From an optimization exercise on the open Yosys and OpenROAD flow, aimed at a short achievable clock period and few clock cycles per item; shortcuts taken in it are not production practice.
In this exercise RTL edits were held to simulation tests only and were not proved equivalent to the original.
The clock cells of runs 3 and 4 come from the design's own scripts or RTL, not from TritonCTS.
The clock input has no modelled driver; a real chip could not lean on it and would need a root buffer or a full tree.
Power is estimated from default activity; no workload was simulated.

## flow/design.v (module list and top-level ports; edited modules follow where they fit)
// module conv_mac: 7788 lines
// module conv_accel_top: 210 lines
module conv_accel_top (
    input  logic                       clk,
    input  logic                       rst,
    input  logic                       req_valid_i,
    input  logic [1:0]                 req_op_i,
    input  logic                       req_imm_i,
    input  logic [cnn_pkg::DATA_W-1:0] req_rj_i,
    input  logic [cnn_pkg::DATA_W-1:0] req_rk_i,
    output logic                       req_ready_o,
    output logic                       rsp_valid_o,
    output logic                       mem_valid_o,
    input  logic                       mem_ready_i,
    output logic [cnn_pkg::DATA_W-1:0] mem_addr_o,
    output logic                       mem_read_o,
    output logic [cnn_pkg::DATA_W-1:0] mem_wdata_o,
    input  logic                       mem_rsp_valid_i,
    input  logic [cnn_pkg::DATA_W-1:0] mem_rsp_rdata_i
);
  // ...
==> flow/run.sh <==
#!/bin/bash
# synth_recipe.tcl (not shown) runs the flow's synth.tcl, then flattens the netlist and writes it again
# the make line also repeats each setting of config.mk as NAME=value (left out here)
make -C /OpenROAD-flow-scripts/flow DESIGN_CONFIG=/design/flow/config.mk WORK_HOME=/design/flow/orfs CLKGATE_MAP_FILE= SYNTH_SCRIPT=/design/flow/synth_recipe.tcl finish
==> flow/config.mk <==
export PLATFORM = sky130hd
export DESIGN_NAME = conv_accel_top
export DESIGN_NICKNAME = conv_accel_top
export VERILOG_FILES = /design/flow/design.v
export SDC_FILE = /design/flow/constraint.sdc
export NUM_CORES = 4
export LEC_CHECK = 0
export ABC_CLOCK_PERIOD_IN_PS = 1500
export CAP_MARGIN = 20
export CORE_MARGIN = 2
export CORE_UTILIZATION = 55
export CTS_CLUSTER_DIAMETER = 100
export CTS_CLUSTER_SIZE = 30
export SETUP_SLACK_MARGIN = 5
export SLEW_MARGIN = 20
==> flow/constraint.sdc <==
create_clock -name core_clock -period 10.0 [get_ports {clk}]
set_input_delay 2.0000 -clock core_clock [delete_from_list [all_inputs] [get_ports {clk}]]
set_output_delay 2.0000 -clock core_clock [all_outputs]
set_load 0.01 [all_outputs]
==> run_summary.xml, run 1 <==
<?xml version="1.0" encoding="UTF-8"?>
<metrics>
  <group name="critical_path">
    <metric name="r2r_cells" unit="">9</metric>
    <metric name="cp_cell_sequence" unit="">clkdlybuf4s50_1 &gt; nand2_1 &gt; nor3b_2 &gt; buf_4 &gt; buf_4 &gt; buf_6 &gt; a211oi_1</metric>
    <metric name="setup.reg_to_reg.worst_slack" unit="ns">6.19</metric>
    <metric name="startpoint_type" unit="">input pin</metric>
  </group>
  <group name="yosys">
    <metric name="synth.cell_area" unit="um2">119000</metric>
    <metric name="synth_top_cells_by_count" unit="">sky130_fd_sc_hd__fa_1 (1813), sky130_fd_sc_hd__inv_1 (1811), sky130_fd_sc_hd__nand2_1 (1515)</metric>
    <metric name="syn_area_per_cell" unit="um2">11.1</metric>
  </group>
  <group name="route">
    <metric name="vias" unit="">81400</metric>
  </group>
  <group name="global_route">
    <metric name="grt_util_met2" unit="%">59.1</metric>
  </group>
  <group name="pwr">
    <metric name="ir_worst_vdd" unit="mV">0.208</metric>
    <metric name="reg_power_share" unit="%">44.4</metric>
    <metric name="pg_comb" unit="mW">9.60</metric>
    <metric name="p_clk" unit="mW">4.70</metric>
  </group>
  <group name="worst_hold_path">
    <metric name="hold_path.class" unit="">flip-flop to flip-flop</metric>
  </group>
  <group name="run_status">
    <metric name="run_status" unit="">timing/DRC/antenna clean</metric>
  </group>
  <group name="floorplan">
    <metric name="tapcell.inserted" unit="">2838</metric>
  </group>
  <group name="final_layout">
    <metric name="top_area_cell_class" unit="">multi-input gates</metric>
    <metric name="area_growth_syn_to_layout" unit="%">6.34</metric>
    <metric name="n_antenna_cell" unit="">56</metric>
    <metric name="multiInputGateArea" unit="um2">65400</metric>
    <metric name="combined_flip_flop_and_latch_cell_area" unit="um2">44800</metric>
    <metric name="nFillCells" unit="">18000</metric>
    <metric name="fin_area" unit="um2">127000</metric>
  </group>
  <group name="clock_network">
    <metric name="cts_sinks" unit="">1885</metric>
    <metric name="clock_latency" unit="ns">0.81</metric>
    <metric name="cts-buffers-inserted" unit="">87</metric>
  </group>
  <group name="sta">
    <metric name="timing.final.max_slew_violations" unit="">0</metric>
    <metric name="timing.final.ws_setup" unit="ns">5.27</metric>
  </group>
  <group name="place">
    <metric name="dpl_worst_slack" unit="ns">4.31</metric>
  </group>
</metrics>
Testbench counts, summed over its fixed seeds: cycles 7,410, items 2,528.
==> module conv_accel_top, before the edit <==
module conv_accel_top (
    input  logic                       clk,
    input  logic                       rst,
    input  logic                       req_valid_i,
    input  logic [1:0]                 req_op_i,
    input  logic                       req_imm_i,
    input  logic [cnn_pkg::DATA_W-1:0] req_rj_i,
    input  logic [cnn_pkg::DATA_W-1:0] req_rk_i,
    output logic                       req_ready_o,
    output logic                       rsp_valid_o,
    output logic                       mem_valid_o,
    input  logic                       mem_ready_i,
    output logic [cnn_pkg::DATA_W-1:0] mem_addr_o,
    output logic                       mem_read_o,
    output logic [cnn_pkg::DATA_W-1:0] mem_wdata_o,
    input  logic                       mem_rsp_valid_i,
    input  logic [cnn_pkg::DATA_W-1:0] mem_rsp_rdata_i
);
    localparam int DW    = cnn_pkg::DATA_W;
    localparam int CW    = 13;                       
    localparam int FD    = cnn_pkg::FIFO_DEPTH;
    localparam int FIW   = cnn_pkg::FIFO_IDX_W;
    logic          ready_q, rsp_q;
    logic          hsk, hsk_src, hsk_dst, hsk_conv;
    logic [DW-1:0] src_q, dst_q;
    logic [11:0]   len_q;
    logic [2:0]    taps_q;
    logic          done_fire;
    assign req_ready_o = ready_q;
    assign rsp_valid_o = rsp_q;
    assign hsk      = req_valid_i & ready_q;
    assign hsk_src  = hsk & (req_op_i == cnn_pkg::OP_CONF_SRC);
    assign hsk_dst  = hsk & (req_op_i == cnn_pkg::OP_CONF_DST);
    assign hsk_conv = hsk & (req_op_i == cnn_pkg::OP_CONV);
    always_ff @(posedge clk) begin
        if (rst) begin
            ready_q <= 1'b1;
            rsp_q   <= 1'b0;
        end else begin
            rsp_q <= (hsk & ~hsk_conv) | done_fire;
            if (hsk_conv)       ready_q <= 1'b0;
            else if (done_fire) ready_q <= 1'b1;
        end
    end
    always_ff @(posedge clk) begin
        if (hsk_src) begin
            src_q  <= req_rj_i;
            len_q  <= req_rk_i[11:0];
            taps_q <= req_rk_i[14:12];
        end
        if (hsk_dst) dst_q <= req_rj_i;
    end
    logic [CW-1:0] n_m1, nk_m1;
    logic [11:0]   nres;
    logic [2:0]    k_m1;
    assign n_m1  = CW'(len_q) - CW'(1);
    assign nk_m1 = CW'(len_q) + CW'(taps_q) - CW'(1);
    assign nres  = len_q - 12'(taps_q) + 12'd1;
    assign k_m1  = taps_q - 3'd1;
    logic          p_valid_q, p_read_q, p_last_q;
    logic [DW-1:0] p_addr_q, p_wdata_q;
    assign mem_valid_o = p_valid_q;
    assign mem_read_o  = p_read_q;
    assign mem_addr_o  = p_addr_q;
    assign mem_wdata_o = p_wdata_q;
    logic [DW-1:0] rd_addr_q;                        
    logic [CW-1:0] rd_left_q;                        
    logic          rd_wt_q;                          
    logic [2:0]    wt_left_q;                        
    logic [DW-1:0] rd_next;
    logic [DW-1:0] wr_addr_q;
    logic [11:0]   wr_left_q;
    logic [5:0]    owed_q;                           
    logic [3:0]    nores_q;                          
    logic [3:0]    nores_all;
    logic [DW-1:0] fifo_q [FD];
    logic [FIW:0]  fifo_wp_q, fifo_rp_q;
    logic          fifo_ne;
    logic          mac_valid;
    logic [DW-1:0] mac_sum;
    logic adv, want_rd, want_wr, put_rd, put_wr;
    assign fifo_ne = (fifo_wp_q != fifo_rp_q);
    assign want_rd = (rd_left_q != '0) & (owed_q < 6'(FD));
    assign want_wr = fifo_ne;
    assign adv     = ~p_valid_q | mem_ready_i;
    assign put_rd  = adv & want_rd;
    assign put_wr  = adv & ~want_rd & want_wr;
    assign rd_next = (rd_wt_q && wt_left_q == 3'd0) ? src_q : rd_addr_q + DW'(4);
    assign nores_all = (req_imm_i ? 4'(taps_q) : 4'd0) + 4'(k_m1);
    assign done_fire = p_valid_q & ~p_read_q & p_last_q & mem_ready_i;
    always_ff @(posedge clk) begin
        if (rst) begin
            p_valid_q <= 1'b0;
            rd_left_q <= '0;
            fifo_rp_q <= '0;
        end else if (hsk_conv) begin
            p_valid_q <= 1'b1;
            rd_left_q <= req_imm_i ? nk_m1 : n_m1;
        end else if (adv) begin
            p_valid_q <= want_rd | want_wr;
            if (want_rd)      rd_left_q <= rd_left_q - CW'(1);
            else if (want_wr) fifo_rp_q <= fifo_rp_q + 1'b1;
        end
    end
    always_ff @(posedge clk) begin
        if (rst) begin
            p_read_q  <= 1'b0;
            p_last_q  <= 1'b0;
            p_addr_q  <= '0;
            p_wdata_q <= '0;
        end else if (hsk_conv) begin
            p_read_q  <= 1'b1;
            p_last_q  <= 1'b0;
            p_addr_q  <= req_imm_i ? req_rj_i : src_q;
            rd_addr_q <= req_imm_i ? req_rj_i : src_q;
            rd_wt_q   <= req_imm_i;
            wt_left_q <= k_m1;
            wr_addr_q <= dst_q;
            wr_left_q <= nres;
            owed_q    <= (nores_all == 4'd0) ? 6'd1 : 6'd0;
            nores_q   <= (nores_all == 4'd0) ? 4'd0 : nores_all - 4'd1;
        end else if (adv) begin
            if (want_rd) begin
                p_read_q  <= 1'b1;
                p_last_q  <= 1'b0;
                p_addr_q  <= rd_next;
                rd_addr_q <= rd_next;
                if (rd_wt_q) begin
                    if (wt_left_q == 3'd0) rd_wt_q <= 1'b0;
                    else wt_left_q <= wt_left_q - 3'd1;
                end
                if (nores_q != 4'd0) nores_q <= nores_q - 4'd1;
                else owed_q <= owed_q + 6'd1;
            end else if (want_wr) begin
                p_read_q  <= 1'b0;
                p_last_q  <= (wr_left_q == 12'd1);
                p_addr_q  <= wr_addr_q;
                p_wdata_q <= fifo_q[fifo_rp_q[FIW-1:0]];
                wr_addr_q <= wr_addr_q + DW'(4);
                wr_left_q <= wr_left_q - 12'd1;
                owed_q    <= owed_q - 6'd1;
            end
        end
    end
    logic          rv_q;
    logic [DW-1:0] rdata_q;
    logic [2:0]    wt_rsp_q;                         
    logic [1:0]    wt_idx_q;
    logic [2:0]    fill_q;                           
    logic [3:0][DW-1:0] w_q, win_q;
    logic          win_v_q;
    always_ff @(posedge clk) begin
        if (rst) rv_q <= 1'b0;
        else     rv_q <= mem_rsp_valid_i;
        rdata_q <= mem_rsp_rdata_i;
    end
    always_ff @(posedge clk) begin
        if (rst) begin
            win_v_q  <= 1'b0;
            wt_rsp_q <= '0;
        end else if (hsk_conv) begin
            win_v_q  <= 1'b0;
            wt_rsp_q <= req_imm_i ? taps_q : 3'd0;
            wt_idx_q <= '0;
            fill_q   <= k_m1;
        end else begin
            win_v_q <= 1'b0;
            if (rv_q) begin
                if (wt_rsp_q != 3'd0) begin
                    wt_rsp_q <= wt_rsp_q - 3'd1;
                    wt_idx_q <= wt_idx_q + 2'd1;
                end else begin
                    if (fill_q != 3'd0) fill_q <= fill_q - 3'd1;
                    else win_v_q <= 1'b1;
                end
            end
        end
    end
    always_ff @(posedge clk) begin
        if (hsk_conv && req_imm_i) begin
            w_q <= '0;
        end else if (rv_q && wt_rsp_q != 3'd0) begin
            w_q[wt_idx_q] <= rdata_q;
        end
    end
    always_ff @(posedge clk) begin
        if (hsk_conv) begin
            win_q <= '0;
        end else if (rv_q && wt_rsp_q == 3'd0) begin
            for (int t = 0; t < 3; t++) begin
                if (t < int'(k_m1)) win_q[t] <= win_q[t + 1];
            end
            for (int t = 0; t < 4; t++) begin
                if (t == int'(k_m1)) win_q[t] <= rdata_q;
            end
        end
    end
    conv_mac u_conv_mac (
        .clk, .rst, .valid_i(win_v_q), .win_i(win_q), .wts_i(w_q),
        .valid_o(mac_valid), .sum_o(mac_sum)
    );
    always_ff @(posedge clk) begin
        if (rst) begin
            fifo_wp_q <= '0;
        end else if (mac_valid) begin
            fifo_wp_q <= fifo_wp_q + 1'b1;
        end
        if (mac_valid) fifo_q[fifo_wp_q[FIW-1:0]] <= mac_sum;
    end
endmodule
==> run 2, diff against run 1 <==
--- a/flow/design.v
+++ b/flow/design.v
@@ -7927,8 +7927,6 @@
             rd_addr_q <= req_imm_i ? req_rj_i : src_q;
             rd_wt_q   <= req_imm_i;
             wt_left_q <= k_m1;
-            wr_addr_q <= dst_q;
-            wr_left_q <= nres;
             owed_q    <= (nores_all == 4'd0) ? 6'd1 : 6'd0;
             nores_q   <= (nores_all == 4'd0) ? 4'd0 : nores_all - 4'd1;
         end else if (adv) begin
@@ -7948,12 +7946,25 @@
                 p_last_q  <= (wr_left_q == 12'd1);
                 p_addr_q  <= wr_addr_q;
                 p_wdata_q <= fifo_q[fifo_rp_q[FIW-1:0]];
-                wr_addr_q <= wr_addr_q + DW'(4);
-                wr_left_q <= wr_left_q - 12'd1;
                 owed_q    <= owed_q - 6'd1;
             end
         end
     end
+    logic start_q, start_ld_q;
+    always_ff @(posedge clk) begin
+        if (rst) start_q <= 1'b0;
+        else     start_q <= hsk_conv;
+        start_ld_q <= req_imm_i;
+    end
+    always_ff @(posedge clk) begin
+        if (start_q) begin
+            wr_addr_q <= dst_q;
+            wr_left_q <= nres;
+        end else if (put_wr) begin
+            wr_addr_q <= wr_addr_q + DW'(4);
+            wr_left_q <= wr_left_q - 12'd1;
+        end
+    end
     logic          rv_q;
     logic [DW-1:0] rdata_q;
     logic [2:0]    wt_rsp_q;                         
@@ -7970,9 +7981,9 @@
         if (rst) begin
             win_v_q  <= 1'b0;
             wt_rsp_q <= '0;
-        end else if (hsk_conv) begin
+        end else if (start_q) begin
             win_v_q  <= 1'b0;
-            wt_rsp_q <= req_imm_i ? taps_q : 3'd0;
+            wt_rsp_q <= start_ld_q ? taps_q : 3'd0;
             wt_idx_q <= '0;
             fill_q   <= k_m1;
         end else begin
@@ -7989,14 +8000,14 @@
         end
     end
     always_ff @(posedge clk) begin
-        if (hsk_conv && req_imm_i) begin
+        if (start_q && start_ld_q) begin
             w_q <= '0;
         end else if (rv_q && wt_rsp_q != 3'd0) begin
             w_q[wt_idx_q] <= rdata_q;
         end
     end
     always_ff @(posedge clk) begin
-        if (hsk_conv) begin
+        if (start_q) begin
             win_q <= '0;
         end else if (rv_q && wt_rsp_q == 3'd0) begin
             for (int t = 0; t < 3; t++) begin
==> flow/flow/run.sh (new file) <==
#!/bin/bash
set -eo pipefail
export POST_GLOBAL_ROUTE_TCL=$PWD/flow/grt_antenna.tcl
bash standard.sh SETUP_SLACK_MARGIN=7.1 MAX_REPAIR_ANTENNAS_ITER_DRT=12 finish > standard_make.log 2>&1
==> flow/flow/grt_antenna.tcl (new file) <==
# Hook run at the end of ORFS's global route step (POST_GLOBAL_ROUTE_TCL).
# ORFS has already repaired the antennas that the global routes show; this
# repeats the repair with a 30% margin on the antenna ratios, so that the
# detailed routes, which differ a little from the global ones, are less
# likely to leave an antenna violation for the post-route repair loop.
repair_antennas -ratio_margin 30 -iterations 5
check_placement -verbose
check_antennas
==> flow/standard.sh (new file) <==
#!/bin/bash
# synth_recipe.tcl (not shown) runs the flow's synth.tcl, then flattens the netlist and writes it again
# the make line also repeats each setting of config.mk as NAME=value (left out here)
make -C /OpenROAD-flow-scripts/flow DESIGN_CONFIG=/design/flow/config.mk WORK_HOME=/design/flow/orfs CLKGATE_MAP_FILE= SYNTH_SCRIPT=/design/flow/synth_recipe.tcl "${@:-finish}"
--- a/flow/config.mk
+++ b/flow/config.mk
@@ -10,6 +10,5 @@
 export CORE_MARGIN = 2
 export CORE_UTILIZATION = 55
 export CTS_CLUSTER_DIAMETER = 100
-export CTS_CLUSTER_SIZE = 30
-export SETUP_SLACK_MARGIN = 5
+export CTS_CLUSTER_SIZE = 18
 export SLEW_MARGIN = 20
removed: flow/run.sh
==> run 2 against run 1 <==
Effect of this change: critical path depth is 6 lower; area after synthesis is 0.12% higher; critical path type is now flip-flop to output pin; hold slack worse by 0.018 ns.
==> run_summary.xml, run 2 <==
<?xml version="1.0" encoding="UTF-8"?>
<metrics>
  <group name="route">
    <metric name="drt.antenna.violating_nets" unit="">0</metric>
    <metric name="vias" unit="">82700</metric>
    <metric name="vias_per_cell" unit="">6.06</metric>
    <metric name="dr.first_iter.drc_count" unit="">10700</metric>
    <metric name="route.detailed.wl_per_inst" unit="um">32.9</metric>
    <metric name="drt-pass1-iter-count" unit="">6</metric>
    <metric name="drc_errors" unit="">0</metric>
    <metric name="routed_wl" unit="um">449000</metric>
  </group>
  <group name="final_layout">
    <metric name="layout_common_cells" unit="">sky130_fd_sc_hd__fa_1 (1808), sky130_fd_sc_hd__inv_1 (1805), sky130_fd_sc_hd__nand2_1 (1522)</metric>
    <metric name="max_flop_register" unit="">u_conv_mac.st1_q</metric>
    <metric name="final_core_utilization" unit="%">60.9</metric>
    <metric name="largest_register_ffs" unit="">593</metric>
    <metric name="layout_commonest_cell" unit="">sky130_fd_sc_hd__fa_1</metric>
    <metric name="nFillCells" unit="">17500</metric>
    <metric name="fin_area" unit="um2">131000</metric>
    <metric name="finish.net_count" unit="">12700</metric>
    <metric name="combined_flip_flop_and_latch_cell_area" unit="um2">45200</metric>
    <metric name="multiInputGateArea" unit="um2">66000</metric>
    <metric name="area_growth_syn_to_layout" unit="%">9.82</metric>
    <metric name="layout-drive-gt1-share" unit="%">9.93</metric>
  </group>
  <group name="clock_network">
    <metric name="cts_sinks" unit="">1887</metric>
    <metric name="cts.htree.levels" unit="">4</metric>
    <metric name="post_cts.resized_instances" unit="">660</metric>
    <metric name="cts_setup_buffers" unit="">41</metric>
    <metric name="cts-buffers-inserted" unit="">130</metric>
    <metric name="clock_latency" unit="ns">0.87</metric>
    <metric name="cts_max_path_buffers" unit="">3</metric>
    <metric name="clkTransAtPathRegs" unit="ns">0.08</metric>
    <metric name="cts-root-buf" unit="">sky130_fd_sc_hd__clkbuf_16</metric>
    <metric name="cts-hold-fix-buffers" unit="">0</metric>
    <metric name="tritoncts" unit="">yes</metric>
  </group>
  <group name="place">
    <metric name="gp_congestion" unit="">1.01</metric>
    <metric name="dpl.hpwl" unit="um">288000</metric>
    <metric name="dpl_worst_slack" unit="ns">4.90</metric>
    <metric name="io_buffers" unit="">154</metric>
    <metric name="place_area" unit="um2">124000</metric>
  </group>
  <group name="yosys">
    <metric name="synth.cell_area" unit="um2">119000</metric>
    <metric name="netlist.top_cell.by_area" unit="">sky130_fd_sc_hd__fa_1</metric>
    <metric name="post-synth-top-count-cell" unit="">sky130_fd_sc_hd__inv_1</metric>
    <metric name="ys_async_sr_fraction" unit="%">0</metric>
    <metric name="synth_top_cells_by_count" unit="">sky130_fd_sc_hd__inv_1 (1814), sky130_fd_sc_hd__fa_1 (1813), sky130_fd_sc_hd__nand2_1 (1527)</metric>
    <metric name="ys_top_cells_by_area" unit="">sky130_fd_sc_hd__fa_1 (30%), sky130_fd_sc_hd__dfxtp_1 (20%), sky130_fd_sc_hd__edfxtp_1 (17%), sky130_fd_sc_hd__inv_1 (5.7%), sky130_fd_sc_hd__and2_1 (4.9%)</metric>
    <metric name="yosysTopAreaCellShare" unit="%">30.5</metric>
    <metric name="synth-edff-count" unit="">686</metric>
    <metric name="post_synth_inst_count" unit="">10700</metric>
    <metric name="synthFlopType" unit="">sky130_fd_sc_hd__dfxtp_1</metric>
    <metric name="syn_area_per_cell" unit="um2">11.1</metric>
    <metric name="post_synth_num_cell_types" unit="">79</metric>
    <metric name="synth_seq_cells" unit="">1887</metric>
    <metric name="synth-warning-count" unit="">2</metric>
    <metric name="syn-num-nets" unit="">12800</metric>
    <metric name="synth.yosys.seq_area_share" unit="%">37.5</metric>
  </group>
  <group name="global_route">
    <metric name="antenna_found_initial" unit="">55</metric>
    <metric name="grt_pass1_wl" unit="um">622000</metric>
    <metric name="grt_start_max_net_pins" unit="">76</metric>
    <metric name="total_gr_overflow" unit="">0</metric>
    <metric name="grt_pass1_vias" unit="">85100</metric>
    <metric name="gr-usage-all-layers" unit="%">40.5</metric>
  </group>
  <group name="critical_path">
    <metric name="worst-path-buf-inv" unit="">1</metric>
    <metric name="timing.critical_path.slowest_stage_cell" unit="">sky130_fd_sc_hd__dfxtp_4</metric>
    <metric name="critical_path.max_fanout" unit="">2</metric>
    <metric name="timing.critical_path.required" unit="ns">8.00</metric>
    <metric name="arrival" unit="ns">1.37</metric>
    <metric name="startpoint_type" unit="">flip-flop</metric>
    <metric name="cp_cell_sequence" unit="">buf_6</metric>
    <metric name="critPathKind" unit="">flip-flop to output pin</metric>
    <metric name="cpLargestDelayFamily" unit="">flip-flops</metric>
    <metric name="critical_path.max_stage_delay" unit="ns">0.38</metric>
    <metric name="cp-end-kind" unit="">output pin</metric>
  </group>
  <group name="pwr">
    <metric name="ir_worst_vdd" unit="mV">0.242</metric>
    <metric name="leakage" unit="nW">54.2</metric>
    <metric name="power.total" unit="mW">24.5</metric>
    <metric name="p_per_area" unit="nW/um2">187</metric>
  </group>
  <group name="sta">
    <metric name="timing.final.max_slew_violations" unit="">0</metric>
    <metric name="max_freq" unit="GHz">0.297</metric>
    <metric name="finalSetupViolCount" unit="">0</metric>
    <metric name="timing.max_slew.rel_slack" unit="%">23.6</metric>
    <metric name="hold_viol_final" unit="">0</metric>
    <metric name="worstMarginPinSlew" unit="ns">1.14</metric>
    <metric name="timing.final.ws_setup" unit="ns">6.63</metric>
    <metric name="skew" unit="ns">0.0672</metric>
    <metric name="totalNegativeSetupSlack" unit="ns">0</metric>
    <metric name="final.period_utilization" unit="%">33.7</metric>
    <metric name="clock_period_minus_worst_slack" unit="ns">3.37</metric>
  </group>
  <group name="flow_run">
    <metric name="max_cap_viol_count" unit="">0</metric>
  </group>
  <group name="floorplan">
    <metric name="initial_core_util" unit="%">55.4</metric>
    <metric name="die_width" unit="um">469</metric>
    <metric name="die_h" unit="um">469</metric>
    <metric name="std_cell_rows" unit="">170</metric>
    <metric name="top_level_ports" unit="">172</metric>
    <metric name="die-area" unit="um2">220000</metric>
    <metric name="design.core.area" unit="um2">215000</metric>
  </group>
  <group name="run_status">
    <metric name="run_status" unit="">timing/DRC/antenna clean</metric>
  </group>
  <group name="worst_hold_path">
    <metric name="hold_path.class" unit="">flip-flop to flip-flop</metric>
  </group>
</metrics>
-- run 2: changes by cell type after synthesis, moves of 7 or more --
cell / previous run / this run
sky130_fd_sc_hd__clkbuf_1: 577 / 596
sky130_fd_sc_hd__xnor2_1: 280 / 296
sky130_fd_sc_hd__xor2_1: 116 / 101
sky130_fd_sc_hd__a21oi_1: 207 / 195
sky130_fd_sc_hd__nand2_1: 1515 / 1527
sky130_fd_sc_hd__a21o_1: 24 / 13
sky130_fd_sc_hd__buf_2: 22 / 11
sky130_fd_sc_hd__mux2_2: 2 / 13
sky130_fd_sc_hd__mux2i_1: 135 / 126
sky130_fd_sc_hd__nor3_1: 48 / 39
sky130_fd_sc_hd__nor4_1: 7 / 15
sky130_fd_sc_hd__a211oi_1: 128 / 135
-- run 2: cell families (layout without fill, tap and decap cells) --
group	after synthesis	in the layout	share of synthesized area, %
buf+inv	2454	2483	7.76
fa+ha+maj	1965	1965	32.1
xor+xnor	397	397	2.92
mux	299	299	4.20
flops	1887	1887	37.5
simple gates	3044	3046	12.0
other cells	1	97	0.00315
compound gates	652	652	3.56
-- run 2: report_power, final --
part | switching (mW) | total [mW] | internal (mW) | leakage [nW]
combinational | 4.97 | 7.72 | 2.75 | 36.1
sequential | 1.95 | 11.2 | 9.25 | 16.1
clock | 2.98 | 5.58 | 2.61 | 1.96
-- run 2: per-stage QoR --
step / hold slack [ns] / std cells
final: 0.320 / 13700
after global placement: 0.310 / 13200
after floorplan: 0.310 / 10700
after CTS: 0.322 / 13500
after detailed placement: 0.312 / 13200
-- run 2: layout make-up --
| cell class | count | area share [%] |
|---|---|---|
| clock inverter | 33 | 0.486 |
| antenna | 96 | 0.184 |
| clock buffer | 182 | 2.67 |
| timing repair inverter | 2 | 0.0134 |
| inverter | 1815 | 5.23 |
| timing repair buffer | 451 | 3.79 |
| tap | 2838 | 2.71 |
| sequential | 1887 | 34.5 |
| multi-input combinational | 6360 | 50.4 |
-- run 2: final timing paths --
path                                              end  slack, ns  depth (start not counted)                start
worst min register to register    u_conv_mac.st3_q[5]       0.32                          0  u_conv_mac.st2_q[5]
worst min-delay path              u_conv_mac.st3_q[5]       0.32                          0  u_conv_mac.st2_q[5]
worst max register to register  u_conv_mac.st1_q[227]       6.98                          6             w_q[103]
worst max-delay path                   mem_addr_o[21]       6.63                          1         p_addr_q[21]
-- run 2: routing by layer --
layer	part of all wire, %	global-route usage (%)
met1	35	50.7
met5	0.15	1.25
met3	13	13.6
met4	8.0	25.9
met2	44	60.2
Testbench counts of run 2, summed over its fixed seeds: cycles 7,410, items 2,528.
==> run 3, diff against run 2 <==
==> flow/flow/run.sh (replaced) <==
#!/bin/bash
set -eo pipefail
MARGIN=7.1
bash standard.sh SETUP_SLACK_MARGIN=$MARGIN place > make_place.log 2>&1
RES=orfs/results/sky130hd/conv_accel_top/base
RES_DIR=$RES LEAFMAX=16 SETUP_MARGIN=$MARGIN \
  openroad -no_init -exit flow/cts_tree.tcl > cts_tree.log 2>&1
cp $RES/4_1_cts.odb $RES/4_cts.odb
touch $RES/4_cts.sdc
export POST_GLOBAL_ROUTE_TCL=$PWD/flow/grt_antenna.tcl
bash standard.sh SETUP_SLACK_MARGIN=$MARGIN MAX_REPAIR_ANTENNAS_ITER_DRT=12 finish > make_finish.log 2>&1
==> flow/flow/cts_tree.tcl (new file) <==
set platform $::env(FLOW_HOME)/platforms/sky130hd
set res $::env(RES_DIR)
read_liberty $platform/lib/sky130_fd_sc_hd__tt_025C_1v80.lib
read_db $res/3_place.odb
read_sdc $res/3_place.sdc
source $platform/setRC.tcl
set_dont_use [get_lib_cells {*probe_p_8 *probec_p_8 *lpflow_*}]

# Two-level clock tree: the clock port drives NROOT clkbuf_16 roots near the
# die centre; each root drives leaf clkbuf_16s, each leaf at most LEAFMAX
# flip-flop clock pins, sinks grouped by recursive median bisection.
proc ctree_split {pts nparts} {
  # pts: list of {x y iterm}; returns list of groups, split alternately by x/y
  set groups [list $pts]
  set axis 0
  while {[llength $groups] < $nparts} {
    set ng {}
    foreach g $groups {
      set s [lsort -real -index $axis $g]
      set h [expr {[llength $s] / 2}]
      lappend ng [lrange $s 0 [expr {$h - 1}]] [lrange $s $h end]
    }
    set groups $ng
    set axis [expr {1 - $axis}]
  }
  return $groups
}
proc ctree_bisect {pts maxn} {
  set n [llength $pts]
  set k [expr {($n + $maxn - 1) / $maxn}]
  if {$k <= 1} { return [list $pts] }
  set xs {}; set ys {}
  foreach p $pts { lappend xs [lindex $p 0]; lappend ys [lindex $p 1] }
  set xs [lsort -real $xs]; set ys [lsort -real $ys]
  set ax [expr {([lindex $xs end] - [lindex $xs 0]) >= ([lindex $ys end] - [lindex $ys 0]) ? 0 : 1}]
  set s [lsort -real -index $ax $pts]
  set k1 [expr {$k / 2}]
  set h [expr {($n * $k1) / $k}]
  return [concat [ctree_bisect [lrange $s 0 [expr {$h - 1}]] $maxn] [ctree_bisect [lrange $s $h end] $maxn]]
}
proc ctree_build {nroot leafmax} {
  set db [ord::get_db]
  set block [ord::get_db_block]
  set m [$db findMaster sky130_fd_sc_hd__clkbuf_16]
  set clk [$block findNet clk]
  set pts {}
  foreach it [$clk getITerms] {
    set inst [$it getInst]
    set b [$inst getBBox]
    lappend pts [list [expr {([$b xMin] + [$b xMax]) / 2.0}] [expr {([$b yMin] + [$b yMax]) / 2.0}] $it]
  }
  puts "ctree: [llength $pts] sinks"
  set die [$block getDieArea]
  set cx [expr {([$die xMin] + [$die xMax]) / 2}]
  set cy [expr {([$die yMin] + [$die yMax]) / 2}]
  set r 0
  set nleaf 0
  foreach q [ctree_split $pts $nroot] {
    set rnet [odb::dbNet_create $block "clknet_root_$r"]
    $rnet setSigType CLOCK
    set rb [odb::dbInst_create $block $m "clkbuf_root_$r"]
    # roots sit near the die centre, each nudged toward its own group
    set qx 0.0; set qy 0.0
    foreach p $q { set qx [expr {$qx + [lindex $p 0]}]; set qy [expr {$qy + [lindex $p 1]}] }
    set qx [expr {$qx / [llength $q]}]; set qy [expr {$qy / [llength $q]}]
    set rx [expr {int($cx + 0.25 * ($qx - $cx))}]
    set ry [expr {int($cy + 0.25 * ($qy - $cy))}]
    $rb setLocation $rx $ry
    $rb setPlacementStatus PLACED
    [$rb findITerm A] connect $clk
    [$rb findITerm X] connect $rnet
    foreach g [ctree_bisect $q $leafmax] {
      set lnet [odb::dbNet_create $block "clknet_leaf_$nleaf"]
      $lnet setSigType CLOCK
      set lb [odb::dbInst_create $block $m "clkbuf_leaf_$nleaf"]
      set gx 0.0; set gy 0.0
      foreach p $g { set gx [expr {$gx + [lindex $p 0]}]; set gy [expr {$gy + [lindex $p 1]}] }
      $lb setLocation [expr {int($gx / [llength $g]) - 4600}] [expr {int($gy / [llength $g]) - 1360}]
      $lb setPlacementStatus PLACED
      [$lb findITerm A] connect $rnet
      [$lb findITerm X] connect $lnet
      foreach p $g {
        set it [lindex $p 2]
        $it disconnect
        $it connect $lnet
      }
      incr nleaf
    }
    incr r
  }
  puts "ctree: $nroot roots, $nleaf leaves"
}

ctree_build 4 $::env(LEAFMAX)
detailed_placement
set_propagated_clock [all_clocks]
estimate_parasitics -placement
report_clock_latency
repair_timing -setup_margin $::env(SETUP_MARGIN) -hold_margin 0 -repair_tns 100 -verbose
detailed_placement
check_placement -verbose
estimate_parasitics -placement
report_clock_latency
report_checks -path_delay max -group_path_count 5 -format end
report_checks -path_delay min -group_path_count 5 -format end
write_db $res/4_1_cts.odb
write_sdc -no_timestamp $res/4_cts.sdc
--- a/flow/config.mk
+++ b/flow/config.mk
@@ -10,5 +10,5 @@
 export CORE_MARGIN = 2
 export CORE_UTILIZATION = 55
 export CTS_CLUSTER_DIAMETER = 100
-export CTS_CLUSTER_SIZE = 18
+export CTS_CLUSTER_SIZE = 30
 export SLEW_MARGIN = 20
==> run 3 against run 2 <==
Effect of this change: highest routed layer unchanged; final area fell by 0.70%; die area did not move; routed wire length barely moved; combinational power fell by 1%; sequential share of layout area rose by 0.26 points; clock power fell by 15%; synthesized cell count did not move; core utilization fell by 0.42 points; maximum frequency rose by 6.7%; global-route usage fell by 0.18 points; area after synthesis did not move; first-iteration DRC count rose by 2.5%; largest power group unchanged.
==> run_summary.xml, run 3 <==
<?xml version="1.0" encoding="UTF-8"?>
<metrics>
  <group name="run_status">
    <metric name="run_status" unit="">timing/DRC/antenna clean</metric>
  </group>
  <group name="final_layout">
    <metric name="layout_commonest_cell" unit="">sky130_fd_sc_hd__inv_1</metric>
    <metric name="layout_common_cells" unit="">sky130_fd_sc_hd__inv_1 (1807), sky130_fd_sc_hd__fa_1 (1806), sky130_fd_sc_hd__nand2_1 (1522)</metric>
    <metric name="final_cell_count_no_fill" unit="">13600</metric>
    <metric name="combined_flip_flop_and_latch_cell_area" unit="um2">45200</metric>
    <metric name="max_flop_register" unit="">u_conv_mac.st1_q</metric>
    <metric name="area_growth_syn_to_layout" unit="%">9.06</metric>
    <metric name="finish.net_count" unit="">12700</metric>
    <metric name="layout-drive-gt1-share" unit="%">9.94</metric>
    <metric name="final_core_utilization" unit="%">60.4</metric>
    <metric name="multiInputGateArea" unit="um2">66000</metric>
    <metric name="largest_register_ffs" unit="">593</metric>
    <metric name="nFillCells" unit="">17600</metric>
    <metric name="fin_area" unit="um2">130000</metric>
  </group>
  <group name="floorplan">
    <metric name="die_width" unit="um">469</metric>
    <metric name="design.core.area" unit="um2">215000</metric>
    <metric name="die-area" unit="um2">220000</metric>
    <metric name="std_cell_rows" unit="">170</metric>
    <metric name="initial_core_util" unit="%">55.4</metric>
    <metric name="top_level_ports" unit="">172</metric>
    <metric name="die_h" unit="um">469</metric>
  </group>
  <group name="pwr">
    <metric name="ir_worst_vdd" unit="mV">0.257</metric>
    <metric name="p_per_area" unit="nW/um2">182</metric>
    <metric name="power.total" unit="mW">23.6</metric>
    <metric name="reg_power_share" unit="%">47.6</metric>
    <metric name="pwr-share-comb" unit="%">32.3</metric>
    <metric name="swShare" unit="%">40.4</metric>
    <metric name="power.internal" unit="mW">14.1</metric>
    <metric name="clkPwrFrac" unit="%">20.1</metric>
    <metric name="power.switching" unit="mW">9.52</metric>
    <metric name="leakage" unit="nW">53.8</metric>
  </group>
  <group name="global_route">
    <metric name="grt_pass1_wl" unit="um">623000</metric>
    <metric name="grt_start_max_net_pins" unit="">76</metric>
    <metric name="gr-usage-all-layers" unit="%">40.3</metric>
    <metric name="total_gr_overflow" unit="">0</metric>
    <metric name="antenna_found_initial" unit="">63</metric>
    <metric name="met3_usage" unit="%">12.9</metric>
    <metric name="grt_util_met2" unit="%">60.2</metric>
    <metric name="grt_pass1_vias" unit="">84800</metric>
    <metric name="global_route.peak_usage_layer" unit="">met2</metric>
    <metric name="grtUsageMet1" unit="%">50.9</metric>
  </group>
  <group name="critical_path">
    <metric name="timing.critical_path.slowest_stage_cell" unit="">sky130_fd_sc_hd__dfxtp_4</metric>
    <metric name="worstReg2RegStart" unit="">win_q[5]</metric>
    <metric name="arrival" unit="ns">1.16</metric>
    <metric name="critical_path.max_fanout" unit="">2</metric>
    <metric name="timing.critical_path.required" unit="ns">8.00</metric>
    <metric name="worstSetupStartpoint" unit="">p_addr_q[31]</metric>
    <metric name="cp_cell_sequence" unit="">buf_6</metric>
    <metric name="worst-path-buf-inv" unit="">1</metric>
    <metric name="cpLargestDelayFamily" unit="">flip-flops</metric>
    <metric name="critical_path.max_stage_delay" unit="ns">0.37</metric>
    <metric name="critPathKind" unit="">flip-flop to output pin</metric>
    <metric name="startpoint_type" unit="">flip-flop</metric>
    <metric name="cp-end-kind" unit="">output pin</metric>
  </group>
  <group name="yosys">
    <metric name="synth_top_cells_by_count" unit="">sky130_fd_sc_hd__inv_1 (1814), sky130_fd_sc_hd__fa_1 (1813), sky130_fd_sc_hd__nand2_1 (1527)</metric>
    <metric name="yosysTopAreaCellShare" unit="%">30.5</metric>
    <metric name="syn-num-nets" unit="">12800</metric>
    <metric name="synth-edff-count" unit="">686</metric>
    <metric name="synthFlopType" unit="">sky130_fd_sc_hd__dfxtp_1</metric>
    <metric name="post_synth_inst_count" unit="">10700</metric>
    <metric name="synth-warning-count" unit="">2</metric>
    <metric name="syn_area_per_cell" unit="um2">11.1</metric>
    <metric name="post_synth_num_cell_types" unit="">79</metric>
    <metric name="post-synth-top-count-cell" unit="">sky130_fd_sc_hd__inv_1</metric>
    <metric name="synth_seq_cells" unit="">1887</metric>
    <metric name="ys_top_cells_by_area" unit="">sky130_fd_sc_hd__fa_1 (30%), sky130_fd_sc_hd__dfxtp_1 (20%), sky130_fd_sc_hd__edfxtp_1 (17%), sky130_fd_sc_hd__inv_1 (5.7%), sky130_fd_sc_hd__and2_1 (4.9%)</metric>
    <metric name="netlist.top_cell.by_area" unit="">sky130_fd_sc_hd__fa_1</metric>
    <metric name="synth.cell_area" unit="um2">119000</metric>
    <metric name="synth.yosys.seq_area_share" unit="%">37.5</metric>
    <metric name="ys_async_sr_fraction" unit="%">0</metric>
  </group>
  <group name="sta">
    <metric name="totalNegativeSetupSlack" unit="ns">0</metric>
    <metric name="timing.final.max_slew_violations" unit="">0</metric>
    <metric name="timing.final.ws_setup" unit="ns">6.84</metric>
    <metric name="finalSetupViolCount" unit="">0</metric>
    <metric name="skew" unit="ns">0.138</metric>
    <metric name="clock_period_minus_worst_slack" unit="ns">3.16</metric>
    <metric name="max_freq" unit="GHz">0.317</metric>
    <metric name="worstMarginPinSlew" unit="ns">1.15</metric>
    <metric name="timing.max_slew.rel_slack" unit="%">23.5</metric>
    <metric name="hold-worst-slack" unit="ns">0.327</metric>
    <metric name="final.period_utilization" unit="%">31.6</metric>
    <metric name="hold_viol_final" unit="">0</metric>
  </group>
  <group name="route">
    <metric name="routed_wl" unit="um">449000</metric>
    <metric name="route.detailed.wl_per_inst" unit="um">33.0</metric>
    <metric name="vias_per_cell" unit="">6.08</metric>
    <metric name="vias" unit="">82600</metric>
    <metric name="drt.antenna.violating_nets" unit="">0</metric>
    <metric name="drc_errors" unit="">0</metric>
    <metric name="dr.first_iter.drc_count" unit="">11000</metric>
    <metric name="drt-pass1-iter-count" unit="">6</metric>
  </group>
  <group name="clock_network">
    <metric name="clock_latency" unit="ns">0.75</metric>
    <metric name="clkTransAtPathRegs" unit="ns">0.08</metric>
  </group>
  <group name="place">
    <metric name="place_area" unit="um2">124000</metric>
    <metric name="dpl_worst_slack" unit="ns">4.90</metric>
    <metric name="io_buffers" unit="">154</metric>
    <metric name="gp_congestion" unit="">1.01</metric>
    <metric name="dpl.hpwl" unit="um">288000</metric>
    <metric name="numPlacedInstances" unit="">13200</metric>
  </group>
  <group name="worst_hold_path">
    <metric name="hold_path_startpoint" unit="">u_conv_mac.st2_q[2]</metric>
    <metric name="hold_path.class" unit="">flip-flop to flip-flop</metric>
  </group>
  <group name="flow_run">
    <metric name="max_cap_viol_count" unit="">0</metric>
  </group>
</metrics>
==> run 3: power groups by stage <==
stage / sequential, mW / clock, mW / combinational, mW
finish: 11.2 / 4.74 / 7.61
detailed placement: 11.3 / 0 / 6.95
global placement: 11.2 / 0 / 6.85
floorplan: 9.88 / 0 / 4.16
==> run 3: layer usage <==
metal	part of all wire [%]	vias to the layer above
met1	35	42200
li1	-	32600
met3	13	1631
met5	0.084	-
met4	8.4	34
met2	43	6198
==> run 3: cell families after synthesis <==
| logic type | share of synthesized area (%) |
|---|---|
| AND/OR/NAND/NOR | 12.0 |
| AO/OA/AOI/OAI | 3.56 |
| multiplexers | 4.20 |
| XOR/XNOR | 2.92 |
| buffers and inverters | 7.76 |
| flip-flops | 37.5 |
| adder cells (fa/ha/maj) | 32.1 |
| other | 0.00315 |
==> run 3: worst paths after layout <==
path,slack (ns),endpoint,cells past startpoint
hold reg to reg,0.33,u_conv_mac.st3_q[2],0
setup reg to reg,6.96,u_conv_mac.st1_q[385],5
setup / recovery,6.84,mem_addr_o[31],1
hold / removal,0.33,u_conv_mac.st3_q[2],0
==> run 3: final cells by class <==
cell class,instances,share of cell area (%)
multi-input combinational,6365,50.8
buffer,124,2.39
inverter,1815,5.25
antenna,93,0.179
timing repair buffer,462,3.85
timing repair inverter,2,0.0135
tap,2838,2.73
sequential,1887,34.8
==> run 4, diff against run 3 <==
--- a/flow/flow/run.sh
+++ b/flow/flow/run.sh
@@ -3,7 +3,7 @@
 MARGIN=7.1
 bash standard.sh SETUP_SLACK_MARGIN=$MARGIN place > make_place.log 2>&1
 RES=orfs/results/sky130hd/conv_accel_top/base
-RES_DIR=$RES LEAFMAX=16 SETUP_MARGIN=$MARGIN \
+RES_DIR=$RES LEAFMAX=20 SETUP_MARGIN=$MARGIN \
   openroad -no_init -exit flow/cts_tree.tcl > cts_tree.log 2>&1
 cp $RES/4_1_cts.odb $RES/4_cts.odb
 touch $RES/4_cts.sdc
==> run 4 against run 3 <==
Effect of this change: final cell count about the same; synthesized cell count unchanged; highest routed layer unchanged; worst setup slack improved by 0.052 ns; via count decreased by 0.39%; flip-flop and latch count unchanged.
==> run_summary.xml, run 4 <==
<?xml version="1.0" encoding="UTF-8"?>
<metrics>
  <group name="pwr">
    <metric name="ir_worst_vdd" unit="mV">0.246</metric>
    <metric name="leakage" unit="nW">53.5</metric>
    <metric name="power.total" unit="mW">23.1</metric>
    <metric name="p_per_area" unit="nW/um2">179</metric>
  </group>
  <group name="critical_path">
    <metric name="cp-end-kind" unit="">output pin</metric>
    <metric name="timing.critical_path.slowest_stage_cell" unit="">sky130_fd_sc_hd__dfxtp_4</metric>
    <metric name="worstSetupStartpoint" unit="">p_addr_q[31]</metric>
    <metric name="critical_path.max_stage_delay" unit="ns">0.39</metric>
    <metric name="worstReg2RegStart" unit="">win_q[100]</metric>
    <metric name="critPathKind" unit="">flip-flop to output pin</metric>
    <metric name="timing.critical_path.required" unit="ns">8.00</metric>
    <metric name="startpoint_type" unit="">flip-flop</metric>
    <metric name="worst-path-buf-inv" unit="">1</metric>
    <metric name="arrival" unit="ns">1.10</metric>
    <metric name="critical_path.max_fanout" unit="">2</metric>
    <metric name="cpLargestDelayFamily" unit="">flip-flops</metric>
    <metric name="cp_cell_sequence" unit="">buf_6</metric>
  </group>
  <group name="route">
    <metric name="route.detailed.wl_per_inst" unit="um">33.0</metric>
    <metric name="routed_wl" unit="um">448000</metric>
    <metric name="vias" unit="">82300</metric>
    <metric name="drc_errors" unit="">0</metric>
    <metric name="drt.antenna.violating_nets" unit="">0</metric>
    <metric name="vias_per_cell" unit="">6.06</metric>
    <metric name="dr.first_iter.drc_count" unit="">10800</metric>
    <metric name="drt-pass1-iter-count" unit="">6</metric>
  </group>
  <group name="final_layout">
    <metric name="area_growth_syn_to_layout" unit="%">8.62</metric>
    <metric name="largest_register_ffs" unit="">593</metric>
    <metric name="nFillCells" unit="">17700</metric>
    <metric name="finish.net_count" unit="">12700</metric>
    <metric name="layout-drive-gt1-share" unit="%">9.65</metric>
    <metric name="fin_area" unit="um2">129000</metric>
    <metric name="max_flop_register" unit="">u_conv_mac.st1_q</metric>
    <metric name="layout_common_cells" unit="">sky130_fd_sc_hd__inv_1 (1806), sky130_fd_sc_hd__fa_1 (1806), sky130_fd_sc_hd__nand2_1 (1522)</metric>
  </group>
  <group name="worst_hold_path">
    <metric name="hold_path.class" unit="">flip-flop to flip-flop</metric>
    <metric name="hold_path_startpoint" unit="">u_conv_mac.st2_q[4]</metric>
  </group>
  <group name="sta">
    <metric name="totalNegativeSetupSlack" unit="ns">0</metric>
    <metric name="timing.final.max_slew_violations" unit="">0</metric>
    <metric name="worstMarginPinSlew" unit="ns">1.12</metric>
    <metric name="final.period_utilization" unit="%">31.0</metric>
    <metric name="timing.max_slew.rel_slack" unit="%">25.1</metric>
    <metric name="finalSetupViolCount" unit="">0</metric>
    <metric name="max_freq" unit="GHz">0.322</metric>
    <metric name="hold-worst-slack" unit="ns">0.325</metric>
    <metric name="hold_viol_final" unit="">0</metric>
    <metric name="clock_period_minus_worst_slack" unit="ns">3.10</metric>
    <metric name="skew" unit="ns">0.131</metric>
  </group>
  <group name="place">
    <metric name="gp_congestion" unit="">1.01</metric>
    <metric name="dpl.hpwl" unit="um">288000</metric>
    <metric name="place_area" unit="um2">124000</metric>
    <metric name="io_buffers" unit="">154</metric>
  </group>
  <group name="yosys">
    <metric name="synthFlopType" unit="">sky130_fd_sc_hd__dfxtp_1</metric>
    <metric name="synth_compound_gate_area_share" unit="%">3.56</metric>
    <metric name="synth-warning-count" unit="">2</metric>
    <metric name="yosysTopAreaCellShare" unit="%">30.5</metric>
    <metric name="synth_xor_area_share" unit="%">2.92</metric>
    <metric name="synth_seq_cells" unit="">1887</metric>
    <metric name="synth.yosys.seq_area_share" unit="%">37.5</metric>
    <metric name="synth.cell_area" unit="um2">119000</metric>
    <metric name="synth_top_cells_by_count" unit="">sky130_fd_sc_hd__inv_1 (1814), sky130_fd_sc_hd__fa_1 (1813), sky130_fd_sc_hd__nand2_1 (1527)</metric>
    <metric name="ys_top_cells_by_area" unit="">sky130_fd_sc_hd__fa_1 (30%), sky130_fd_sc_hd__dfxtp_1 (20%), sky130_fd_sc_hd__edfxtp_1 (17%), sky130_fd_sc_hd__inv_1 (5.7%), sky130_fd_sc_hd__and2_1 (4.9%)</metric>
    <metric name="syn_area_per_cell" unit="um2">11.1</metric>
    <metric name="synth-edff-count" unit="">686</metric>
    <metric name="netlist.top_cell.by_area" unit="">sky130_fd_sc_hd__fa_1</metric>
    <metric name="post_synth_num_cell_types" unit="">79</metric>
    <metric name="synth_top_family_by_area" unit="">adder cells</metric>
    <metric name="synthAdderAreaFrac" unit="%">32.1</metric>
    <metric name="post-synth-top-count-cell" unit="">sky130_fd_sc_hd__inv_1</metric>
    <metric name="post_synth_mux_area_share" unit="%">4.20</metric>
    <metric name="post_synth_inst_count" unit="">10700</metric>
    <metric name="ys_async_sr_fraction" unit="%">0</metric>
    <metric name="syn-num-nets" unit="">12800</metric>
    <metric name="synth_simple_gate_area_share" unit="%">12.0</metric>
  </group>
  <group name="global_route">
    <metric name="grt_pass1_wl" unit="um">620000</metric>
    <metric name="total_gr_overflow" unit="">0</metric>
    <metric name="gr-usage-all-layers" unit="%">40.1</metric>
    <metric name="antenna_found_initial" unit="">63</metric>
    <metric name="grt_start_max_net_pins" unit="">76</metric>
    <metric name="grt_pass1_vias" unit="">84500</metric>
  </group>
  <group name="floorplan">
    <metric name="die-area" unit="um2">220000</metric>
    <metric name="initial_core_util" unit="%">55.4</metric>
    <metric name="design.core.area" unit="um2">215000</metric>
    <metric name="std_cell_rows" unit="">170</metric>
    <metric name="top_level_ports" unit="">172</metric>
    <metric name="die_h" unit="um">469</metric>
    <metric name="die_width" unit="um">469</metric>
  </group>
  <group name="flow_run">
    <metric name="max_cap_viol_count" unit="">0</metric>
  </group>
  <group name="run_status">
    <metric name="run_status" unit="">timing/DRC/antenna clean</metric>
  </group>
  <group name="clock_network">
    <metric name="clkTransAtPathRegs" unit="ns">0.09</metric>
    <metric name="clock_latency" unit="ns">0.70</metric>
  </group>
</metrics>
-- run 4: cell counts after synthesis --
No cell type changed its count.
-- run 4: metal layers --
metal,part of all wire [%],GRT usage [%]
met5,0.094,0.606
met4,8.4,25.2
met3,13,13.0
met1,35,50.4
met2,43,60.0
-- run 4: layout make-up --
| cell class | instances | area (um2) | area share [%] |
|---|---|---|---|
| antenna | 118 | 295 | 0.228 |
| buffer | 100 | 2500 | 1.93 |
| inverter | 1815 | 6830 | 5.27 |
| multi-input combinational | 6361 | 66000 | 51.0 |
| sequential | 1887 | 45200 | 34.9 |
| tap | 2838 | 3550 | 2.74 |
| timing repair buffer | 462 | 5060 | 3.91 |
| timing repair inverter | 2 | 17.5 | 0.0135 |
-- run 4: cell families (layout without fill, tap and decap cells) --
group | Yosys count | in the layout
compound gates | 652 | 652
xor+xnor | 397 | 397
fa+ha+maj | 1965 | 1965
buf+inv | 2454 | 2379
flops | 1887 | 1887
mux | 299 | 299
other cells | 1 | 119
simple gates | 3044 | 3047
-- run 4: worst paths after layout --
| kind | slack, ns | depth (start not counted) | end |
|---|---|---|---|
| worst min-delay path | 0.32 | 0 | u_conv_mac.st3_q[4] |
| worst max-delay path | 6.90 | 1 | mem_addr_o[31] |
| worst min register to register | 0.32 | 0 | u_conv_mac.st3_q[4] |
| worst max register to register | 7.03 | 6 | u_conv_mac.st1_q[481] |
-- run 4: where the power goes --
part	switching (mW)	internal, mW	total, mW
clock network	2.49	1.75	4.24
logic	4.97	2.72	7.69
registers	1.97	9.25	11.2
total	9.43	13.7	23.1
-- run 4: metrics by stage --
stage / utilization [%] / cells / setup WS, ns
final: 60.2 / 13600 / 6.90
after detailed placement: 57.5 / 13200 / 4.90
after global placement: 57.5 / 13200 / 4.95
after floorplan: - / 10700 / 6.19

[static timing again, ports no longer ideal]
In the flow no input, the clock included, has a driving cell. The finished layouts below were timed again as built, in two steps.
Step 1 sets driving cells, clkbuf_16 on the clock port and buf_2 on the other inputs (assumed; they add their load-dependent delay and slew).
Step 2 times the ports against the registers' clock, not the clock port: input delays grow and output delays shrink by t, the midpoint of the rising clock arrivals with the driver on.
a / b / c = no drivers / after step 1 / after step 2; a / b = the first two.
| run | shift t [ns] | setup WS [ns] | pins driven straight from the clock port |
|---|---|---|---|
| run 1 | 0.885 | 5.266 / 5.318 / 4.432 | 1 |
| run 2 | 0.938 | 6.632 / 6.529 / 6.174 | 1 |
| run 3 | 0.833 | 6.844 / 6.691 / 6.355 | 4 |
| run 4 | 0.791 | 6.896 / 6.741 / 6.396 | 4 |
After both steps setup and hold are still met in every run listed. For run 1, which loses most, drivers alone change the setup slack by +0.052 ns; drivers and shift together by -0.834 ns.
